This design comes from an exercise in tuning for small area, a short achievable clock period and few clock cycles on the open sky130 flow, not from production work.
RTL that was checked went through simulation tests only; none was proved equivalent to the original.
Power and IR drop assume default switching activity.

// segment_reassembly_engine
module segment_reassembly_engine (
    input  logic              i_clk,
    input  logic              i_rst_n,
    input  logic              i_cfg_we,
    input  logic [3:0]        i_cfg_data,
    input  logic              i_in_valid,
    output logic              o_in_ready,
    input  logic [8:0]        i_in_word,
    output logic              o_out_valid,
    input  logic              i_out_ready,
    output logic [57:0]       o_out_word
);
Size in the first run: ~2700 cells after synthesis, roughly 78 I/O pins, roughly 35000 um^2 of cells after synthesis.
export LEC_CHECK = 0
export CAP_MARGIN = 20
export CORE_MARGIN = 2
export CORE_UTILIZATION = 40
export SETUP_SLACK_MARGIN = 5
export SLEW_MARGIN = 20
create_clock -name core_clock -period 9.0 [get_ports {i_clk}]
standard.sh (not shown) runs the stock make flow with config.mk's settings and CLKGATE_MAP_FILE= SYNTH_SCRIPT=/design/flow/synth_recipe.tcl, a recipe that flattens the netlist after the stock synthesis.
==> flow/flow/run.sh <==
#!/bin/bash
# standard layout, with timing repair aiming at a larger setup margin
set -euo pipefail
bash standard.sh SETUP_SLACK_MARGIN=6 finish > standard_flow.log 2>&1
Edit:
==> flow/run.sh (new file) <==
#!/bin/bash
# synth_recipe.tcl (not shown) runs the flow's synth.tcl, then flattens the netlist and writes it again
# the make line also repeats each setting of config.mk as NAME=value (left out here)
make -C /OpenROAD-flow-scripts/flow DESIGN_CONFIG=/design/flow/config.mk WORK_HOME=/design/flow/orfs CLKGATE_MAP_FILE= SYNTH_SCRIPT=/design/flow/synth_recipe.tcl finish
CTS_BUF_LIST = sky130_fd_sc_hd__clkbuf_8   (was default)
removed: flow/flow/run.sh
removed: flow/standard.sh
Hold slack gets better by 0.031 ns.
Synthesized area does not change.
Utilization falls by 2.2 points.
Wire length is lower by a few percent.
Worst setup slack improves by 0.083 ns.
Edit:
CTS_BUF_LIST = default   (was sky130_fd_sc_hd__clkbuf_8)
What happened:
- combinational power climbs by about 6%
- worst setup slack is better by 0.017 ns
- critical path depth does not change
No functional check of the RTL was part of any run of this note.

========
Another version of the RTL of segment_reassembly_engine (not shown whole).
Size: roughly 2600 cells after synthesis, roughly 78 I/O pins.
export LEC_CHECK = 0
export ABC_CLOCK_PERIOD_IN_PS = 2500
export CAP_MARGIN = 20
export CORE_MARGIN = 2
export CORE_UTILIZATION = 40
export SETUP_SLACK_MARGIN = 5
export SLEW_MARGIN = 20
create_clock -name core_clock -period 9.0 [get_ports {i_clk}]
run.sh (not shown) runs the stock make flow with config.mk's settings and CLKGATE_MAP_FILE= SYNTH_SCRIPT=/design/flow/synth_recipe.tcl, a recipe that flattens the netlist after the stock synthesis.
Stock flow here: none of the scripts above is used.
The first run completed with no timing, DRC or antenna violations.
Edit:
==> flow/flow/run.sh (new file) <==
#!/bin/bash
# standard layout, with timing repair aiming at a larger setup margin
set -euo pipefail
bash standard.sh SETUP_SLACK_MARGIN=6 finish > standard_flow.log 2>&1
==> flow/standard.sh (new file) <==
#!/bin/bash
# synth_recipe.tcl (not shown) runs the flow's synth.tcl, then flattens the netlist and writes it again
# the make line also repeats each setting of config.mk as NAME=value (left out here)
make -C /OpenROAD-flow-scripts/flow DESIGN_CONFIG=/design/flow/config.mk WORK_HOME=/design/flow/orfs CLKGATE_MAP_FILE= SYNTH_SCRIPT=/design/flow/synth_recipe.tcl "${@:-finish}"
--- a/flow/config.mk
+++ b/flow/config.mk
@@ -6,5 +6,4 @@
 export NUM_CORES = 4
 export LEC_CHECK = 0
-export ABC_CLOCK_PERIOD_IN_PS = 2500
 export CAP_MARGIN = 20
 export CORE_MARGIN = 2
removed: flow/run.sh
What happened: The new run completed without violations; worst setup slack gets better by 0.020 ns; fmax increases slightly; count of clock-buffer cells in the layout decreases by 2; hold slack gets better by 0.0054 ns; clock power decreases slightly; sequential power hardly moves.
Edit:
==> flow/flow/run.sh (replaced) <==
#!/bin/bash
# standard layout, with timing repair aiming at a larger setup margin
set -euo pipefail
bash standard.sh SETUP_SLACK_MARGIN=7 finish > standard_flow.log 2>&1
Setup slack got worse by 0.14 ns; die area stays the same; wire length grows by 9.9%; clock power is lower by about 2%.
Edit:
==> flow/run.sh (new file) <==
#!/bin/bash
# synth_recipe.tcl (not shown) runs the flow's synth.tcl, then flattens the netlist and writes it again
# the make line also repeats each setting of config.mk as NAME=value (left out here)
make -C /OpenROAD-flow-scripts/flow DESIGN_CONFIG=/design/flow/config.mk WORK_HOME=/design/flow/orfs CLKGATE_MAP_FILE= SYNTH_SCRIPT=/design/flow/synth_recipe.tcl finish
removed: flow/flow/run.sh
removed: flow/standard.sh
The changed run completed without violations.
Global-route usage goes down by 2.0 points.
Total power came out lower by 0.71%.
Register-to-register slack gets better by 0.12 ns.
Cell count goes down by 5.6%.
Cell area shrinks by 12%.
Count of clock-buffer cells in the layout rises by 10.
No functional check of the RTL was part of any run of this note.

========
run A:
segment_reassembly_engine, a different RTL version from the one above (not shown whole).
Size: ~1200 flip-flops, about 78 I/O pins.
==> flow/config.mk <==
export PLATFORM = sky130hd
export DESIGN_NAME = segment_reassembly_engine
export DESIGN_NICKNAME = segment_reassembly_engine
export VERILOG_FILES = /design/flow/design.v
export SDC_FILE = /design/flow/constraint.sdc
export NUM_CORES = 4
export LEC_CHECK = 0
export CAP_MARGIN = 20
export CORE_MARGIN = 2
export CORE_UTILIZATION = 40
export CTS_CLUSTER_DIAMETER = 120
export CTS_CLUSTER_SIZE = 24
export SETUP_SLACK_MARGIN = 5
export SLEW_MARGIN = 20
==> flow/constraint.sdc <==
create_clock -name core_clock -period 9.0 [get_ports {i_clk}]
set_input_delay 1.8000 -clock core_clock [delete_from_list [all_inputs] [get_ports {i_clk}]]
set_output_delay 1.8000 -clock core_clock [all_outputs]
set_load 0.01 [all_outputs]
standard.sh (not shown) runs the stock make flow with config.mk's settings and CLKGATE_MAP_FILE= SYNTH_SCRIPT=/design/flow/synth_recipe.tcl, a recipe that flattens the netlist after the stock synthesis.
==> flow/flow/run.sh <==
#!/bin/bash
# standard layout, with timing repair aiming at a larger setup margin
set -euo pipefail
bash standard.sh SETUP_SLACK_MARGIN=6.0 finish > standard_flow.log 2>&1
Run A finished every step from synthesis to the final layout, and the layout passed the timing, DRC and antenna checks.
Testbench counts of run A, summed over its fixed seeds: cycles 102,196.
Input changes introduced in run B (baseline for comparison: run A):
- CTS_CLUSTER_SIZE changed from 24 to 30
- CTS_CLUSTER_DIAMETER changed from 120 to 150
--- outcome ---
Diff run B..run A | initial core utilization | unchanged. The power share of the clock group in run B was lower than what run A gave. When run B is set beside run A, its count of cells along the worst register-to-register path turns out to be 2 smaller. Via-per-instance ratio ended up 0.028 lower on run B than on run A.
Setup changes, run B to run C
- a change of CTS_CLUSTER_SIZE from 30 to 24
- a change of CTS_CLUSTER_DIAMETER from 150 to 120
- a change of CORE_UTILIZATION from 40 to 60
Findings:
Result for run C and run B: all clean. In run C relative to run B, clock-buffer cell count had gone up by more than a quarter. Clock network fraction of design power: run C vs run B up 2.2 points. Run C vs run B: share of power burned in combinational logic down in run C.

========
segment_reassembly_engine, a different RTL version from the one above (not shown whole).
Size: about 2700 cells after synthesis, about 1200 flip-flops, about 78 I/O pins.
==> flow/config.mk <==
export PLATFORM = sky130hd
export DESIGN_NAME = segment_reassembly_engine
export DESIGN_NICKNAME = segment_reassembly_engine
export VERILOG_FILES = /design/flow/design.v
export SDC_FILE = /design/flow/constraint.sdc
export NUM_CORES = 4
export LEC_CHECK = 0
export CAP_MARGIN = 20
export CORE_MARGIN = 2
export CORE_UTILIZATION = 40
export CTS_CLUSTER_DIAMETER = 150
export CTS_CLUSTER_SIZE = 30
export SETUP_SLACK_MARGIN = 5
export SLEW_MARGIN = 20
==> flow/constraint.sdc <==
create_clock -name core_clock -period 9.0 [get_ports {i_clk}]
set_input_delay 1.8000 -clock core_clock [delete_from_list [all_inputs] [get_ports {i_clk}]]
set_output_delay 1.8000 -clock core_clock [all_outputs]
set_load 0.01 [all_outputs]
==> flow/flow/run.sh <==
#!/bin/bash
# standard layout, with timing repair aiming at a larger setup margin
set -euo pipefail
bash standard.sh SETUP_SLACK_MARGIN=5.85 finish > standard_flow.log 2>&1
The baseline finished clean.
Testbench counts at the start, summed over its fixed seeds: cycles 102,197.
==> next run, changes <==
==> flow/flow/run.sh (replaced) <==
#!/bin/bash
# standard layout, with timing repair aiming at a larger setup margin
set -euo pipefail
bash standard.sh SETUP_SLACK_MARGIN=6.15 finish > standard_flow.log 2>&1
Routed wire length climbs by 2.6%. Synthesized area does not change. Design area climbs by 3.3%. Non-clock buffer count went up by 83. Global-route usage goes up by 0.55 points. Die area is unchanged. Synthesized cell count stays the same. Final cell count rises by 2.0%.
==> next run, changes <==
==> flow/flow/run.sh (replaced) <==
#!/bin/bash
# standard layout, with timing repair aiming at a larger setup margin
set -euo pipefail
bash standard.sh SETUP_SLACK_MARGIN=6.0 finish > standard_flow.log 2>&1
Settings changed: TNS_END_PERCENT from default to 60.
What happened:
- The changed run completed with no timing, DRC or antenna violations
- design area shrinks by a few percent
- first-iteration DRC count grows by roughly a tenth
- setup slack improves by 0.0034 ns
- clock power barely changes
- wire length shrinks slightly
- fmax barely changes
==> next run, changes <==
Settings changed: TNS_END_PERCENT 60 to 30.
After rerunning: Global-route usage stays flat; wire length goes up slightly; cell area hardly moves; utilization increases by 0.10 points; final cell count barely changes; combinational power barely changes; register-to-register slack stays flat.

========
== run 1 ==
Another version of the RTL of segment_reassembly_engine (not shown whole).
For scale: roughly 2500 cells after synthesis, ~78 I/O pins, ~34000 µm² of cells after synthesis.
==> flow/config.mk <==
export PLATFORM = sky130hd
export DESIGN_NAME = segment_reassembly_engine
export DESIGN_NICKNAME = segment_reassembly_engine
export VERILOG_FILES = /design/flow/design.v
export SDC_FILE = /design/flow/constraint.sdc
export NUM_CORES = 4
export LEC_CHECK = 0
export CAP_MARGIN = 20
export CORE_MARGIN = 2
export CORE_UTILIZATION = 40
export CTS_CLUSTER_DIAMETER = 150
export CTS_CLUSTER_SIZE = 30
export SETUP_SLACK_MARGIN = 5
export SLEW_MARGIN = 20
==> flow/constraint.sdc <==
create_clock -name core_clock -period 9.0 [get_ports {i_clk}]
set_input_delay 1.8000 -clock core_clock [delete_from_list [all_inputs] [get_ports {i_clk}]]
set_output_delay 1.8000 -clock core_clock [all_outputs]
set_load 0.01 [all_outputs]
==> flow/flow/run.sh <==
#!/bin/bash
# standard layout, with timing repair aiming at a larger setup margin
set -euo pipefail
bash standard.sh SETUP_SLACK_MARGIN=5.7 finish > standard_flow.log 2>&1
Testbench counts of run 1, summed over its fixed seeds: cycles 102,196.
Here is what was changed in the inputs of run 2 compared with run 1.
Settings: a deleted CTS_CLUSTER_SIZE that had been 30; a deleted CTS_CLUSTER_DIAMETER that had been 150.
==> flow/flow/run.sh <==
#!/bin/bash
# standard layout, with timing repair aiming at a larger setup margin
set -euo pipefail
bash standard.sh SETUP_SLACK_MARGIN=6.0 finish > standard_flow.log 2>&1
[summary]
In the flow results for run 1 and run 2, the worst hold slack is smaller on run 2. Final cell area: run 2 above run 1. Taking run 1 as the reference point, the period utilization of run 2 falls by 0.68 points. Total routed wirelength in run 2 vs run 1: up about 6%. Run 2 vs run 1, post-synthesis to final-layout area growth went up by 9.8 points.
Edits applied to the flow inputs when going from run 2 to run 3:
==> flow/flow/run.sh <==
#!/bin/bash
# standard layout, with timing repair aiming at a larger setup margin
set -euo pipefail
bash standard.sh SETUP_SLACK_MARGIN=5.7 finish > standard_flow.log 2>&1
==> comparison <==
The critical path depth reported for run 3 is greater than that of run 2 by 1. Via total after detailed routing is lower on run 3. Of run 3 and run 2, it is run 3 that has the lower wire length of the first global-routing pass. Final instance area: run 3 lower than run 2. Run 3 against run 2: per-cell routed wire length shows a reduction of 0.34 µm, area added between synthesis and finish decreased 1.7 points, highest fanout seen on the critical path dropped 1.

========
segment_reassembly_engine, a different RTL version from the one above (not shown whole).
For scale: ~2900 cells after synthesis, ~36000 µm² of cells after synthesis.
==> flow/config.mk <==
export PLATFORM = sky130hd
export DESIGN_NAME = segment_reassembly_engine
export DESIGN_NICKNAME = segment_reassembly_engine
export VERILOG_FILES = /design/flow/design.v
export SDC_FILE = /design/flow/constraint.sdc
export NUM_CORES = 4
export LEC_CHECK = 0
export CAP_MARGIN = 20
export CORE_MARGIN = 2
export CORE_UTILIZATION = 40
export SETUP_SLACK_MARGIN = 5
export SLEW_MARGIN = 20
==> flow/constraint.sdc <==
create_clock -name core_clock -period 9.0 [get_ports {i_clk}]
set_input_delay 1.8000 -clock core_clock [delete_from_list [all_inputs] [get_ports {i_clk}]]
set_output_delay 1.8000 -clock core_clock [all_outputs]
set_load 0.01 [all_outputs]
run.sh (not shown) runs the stock make flow with config.mk's settings and CLKGATE_MAP_FILE= SYNTH_SCRIPT=/design/flow/synth_recipe.tcl, a recipe that flattens the netlist after the stock synthesis.
Stock flow here: none of the scripts above is used.
==> next run, changes <==
==> flow/flow/run.sh (new file) <==
#!/bin/bash
# standard layout, with timing repair aiming at a larger setup margin
set -euo pipefail
bash standard.sh SETUP_SLACK_MARGIN=5.7 finish > standard_flow.log 2>&1
==> flow/standard.sh (new file) <==
#!/bin/bash
# synth_recipe.tcl (not shown) runs the flow's synth.tcl, then flattens the netlist and writes it again
# the make line also repeats each setting of config.mk as NAME=value (left out here)
make -C /OpenROAD-flow-scripts/flow DESIGN_CONFIG=/design/flow/config.mk WORK_HOME=/design/flow/orfs CLKGATE_MAP_FILE= SYNTH_SCRIPT=/design/flow/synth_recipe.tcl "${@:-finish}"
removed: flow/run.sh
What happened: The changed run finished with timing, DRC and antenna clean; worst setup slack gets better by 0.32 ns; routed wire length grows by 6.9%; die area is unchanged; via count came out higher by 3.3%; combinational power went up by 34%; total power climbs by 0.77%; critical path depth rises by 4; hold slack degrades by 0.0084 ns; utilization increases by 1.9 points.
==> next run, changes <==
==> flow/flow/run.sh (replaced) <==
#!/bin/bash
# standard layout, with timing repair aiming at a larger setup margin
set -euo pipefail
bash standard.sh SETUP_SLACK_MARGIN=6.5 finish > standard_flow.log 2>&1
Effect: Power hardly moves; count of clock-buffer cells in the layout climbs by 5; non-clock buffer count climbs by 212; synthesized area does not change; synthesized cell count does not change; design area climbs by 8.3%; register-to-register slack is worse by 0.05 ns.
No run of this note included a check of the RTL's function; only the layout flow was run.

========
yarrow:
RTL: one of the versions met above, not the one the previous note started from.
Size: about 2700 cells after synthesis, ~78 I/O pins, roughly 37000 um2 of cells after synthesis.
clock: 9.0 ns
lec_check: 0
cap_margin: 20
core_margin: 2
core_utilization: 50
cts_cluster_diameter: 150
cts_cluster_size: 30
setup_slack_margin: 5
slew_margin: 20
standard.sh (not shown) runs the stock make flow with config.mk's settings and CLKGATE_MAP_FILE= SYNTH_SCRIPT=/design/flow/synth_recipe.tcl, a recipe that flattens the netlist after the stock synthesis.
==> flow/flow/run.sh <==
#!/bin/bash
# standard layout, with timing repair aiming at a larger setup margin
set -euo pipefail
bash standard.sh SETUP_SLACK_MARGIN=6.0 finish > standard_flow.log 2>&1
Testbench counts of yarrow, summed over its fixed seeds: cycles 102,197.
The following lists how onyx was set up differently from yarrow:
- swapping 150 for 135 in CTS_CLUSTER_DIAMETER
- swapping 30 for 27 in CTS_CLUSTER_SIZE
- swapping 50 for 40 in CORE_UTILIZATION
==> summary.txt <==
onyx ends up with a global placer's final weighted congestion that is 3.0% lower than in yarrow.
Cmp yarrow and onyx / net switching power figure / higher: onyx
Compared with yarrow, onyx shows a sequential share of layout area that is 0.53 points lower.
Going from yarrow to onyx, worst hold-check slack dropped 0.0064 ns, full die area shows an increase of 25%.
Inputs modified between onyx and fjord:
- changing CTS_CLUSTER_SIZE from 27 to 30
- changing CTS_CLUSTER_DIAMETER from 135 to 150
--- outcome ---
The final layout from fjord, which completed every stage, passed the timing, DRC and antenna checks at the end of the flow.
Between onyx and fjord, the leakage power figure figures differ only marginally.
The sequential share of cell area of fjord and that of onyx are within noise of each other.
~same final instance area in fjord and onyx

[separate check: timing with driven ports]
In the flow no input, the clock included, has a driving cell. The finished layouts below were timed again as built, in two steps. Step 1 (the two cells are an assumption about what drives the block):
set clk [get_ports {i_clk}]
set_driving_cell -lib_cell sky130_fd_sc_hd__clkbuf_16 $clk
set_driving_cell -lib_cell sky130_fd_sc_hd__buf_2 [delete_from_list [all_inputs] $clk]
Step 2 moves the port delays by t, midway between the first and last clock arrival at a register: inputs arrive t later, outputs are due t later. That takes back most of the time a late clock gives input paths. Three values: ideal, step 1, step 2; two values: the first two.
| run | t, ns | setup WS [ns] | hold WS [ns] | worst setup path at the end | latest minus earliest clock arrival (ns) |
|---|---|---|---|---|---|
| the first run of note 1 | 0.732 | 4.968 / 4.968 / 4.968 | 0.276 / 0.276 / 0.276 | register to register | 0.073 / 0.073 |
| the second run of note 1 | 0.870 | 5.051 / 5.051 / 4.240 | 0.308 / 0.308 / 0.308 | input to register | 0.054 / 0.054 |
| the third run of note 1 | 0.728 | 5.068 / 5.056 / 4.392 | 0.290 / 0.290 / 0.290 | input to register | 0.082 / 0.082 |
| the first run of note 2 | 0.722 | 4.470 / 4.470 / 4.450 | 0.297 / 0.297 / 0.297 | input to register | 0.053 / 0.053 |
| the second run of note 2 | 0.728 | 4.491 / 4.491 / 4.491 | 0.302 / 0.302 / 0.302 | register to register | 0.045 / 0.045 |
| the third run of note 2 | 0.728 | 4.346 / 4.346 / 4.346 | 0.311 / 0.311 / 0.311 | register to register | 0.031 / 0.031 |
| the fourth run of note 2 | 0.722 | 4.470 / 4.470 / 4.450 | 0.297 / 0.297 / 0.297 | input to register | 0.053 / 0.053 |
| run A | 0.708 | 5.890 / 5.866 / 5.206 | 0.317 / 0.317 / 0.317 | input to register | 0.050 / 0.050 |
| run B | 0.696 | 5.924 / 5.866 / 5.235 | 0.310 / 0.310 / 0.310 | input to register | 0.047 / 0.047 |
| run C | 0.702 | 5.865 / 5.866 / 5.164 | 0.312 / 0.312 / 0.312 | input to register | 0.032 / 0.032 |
| the first run of note 4 | 0.706 | 5.875 / 5.829 / 5.213 | 0.319 / 0.319 / 0.319 | input to register | 0.027 / 0.028 |
| the second run of note 4 | 0.697 | 5.936 / 5.871 / 5.484 | 0.317 / 0.317 / 0.317 | input to register | 0.027 / 0.027 |
| the third run of note 4 | 0.707 | 5.939 / 5.872 / 5.282 | 0.313 / 0.313 / 0.313 | input to register | 0.046 / 0.046 |
| the fourth run of note 4 | 0.685 | 5.921 / 5.860 / 5.322 | 0.322 / 0.322 / 0.322 | input to register | 0.028 / 0.027 |
| run 1 | 0.691 | 5.464 / 5.414 / 5.079 | 0.312 / 0.312 / 0.312 | input to register | 0.036 / 0.036 |
| run 2 | 0.724 | 5.525 / 5.460 / 5.036 | 0.280 / 0.280 / 0.280 | input to register | 0.053 / 0.052 |
| run 3 | 0.736 | 5.463 / 5.399 / 5.043 | 0.311 / 0.311 / 0.311 | input to register | 0.066 / 0.067 |
| the first run of note 6 | 0.729 | 5.094 / 5.113 / 4.407 | 0.266 / 0.266 / 0.266 | input to register | 0.108 / 0.107 |
| the second run of note 6 | 0.738 | 5.416 / 5.416 / 4.886 | 0.258 / 0.258 / 0.258 | input to register | 0.086 / 0.086 |
| the third run of note 6 | 0.740 | 5.362 / 5.362 / 4.645 | 0.315 / 0.315 / 0.315 | input to register | 0.034 / 0.034 |
| yarrow | 0.704 | 5.898 / 5.837 / 5.283 | 0.317 / 0.317 / 0.317 | input to register | 0.038 / 0.039 |
| onyx | 0.699 | 5.913 / 5.852 / 5.306 | 0.310 / 0.310 / 0.310 | input to register | 0.040 / 0.041 |
| fjord | 0.701 | 5.917 / 5.853 / 5.329 | 0.312 / 0.312 / 0.312 | input to register | 0.056 / 0.056 |
After both steps every run listed still meets setup and hold. For the second run of note 1, which loses most, drivers alone change the setup slack by 0.000 ns; drivers and shift together by -0.811 ns.
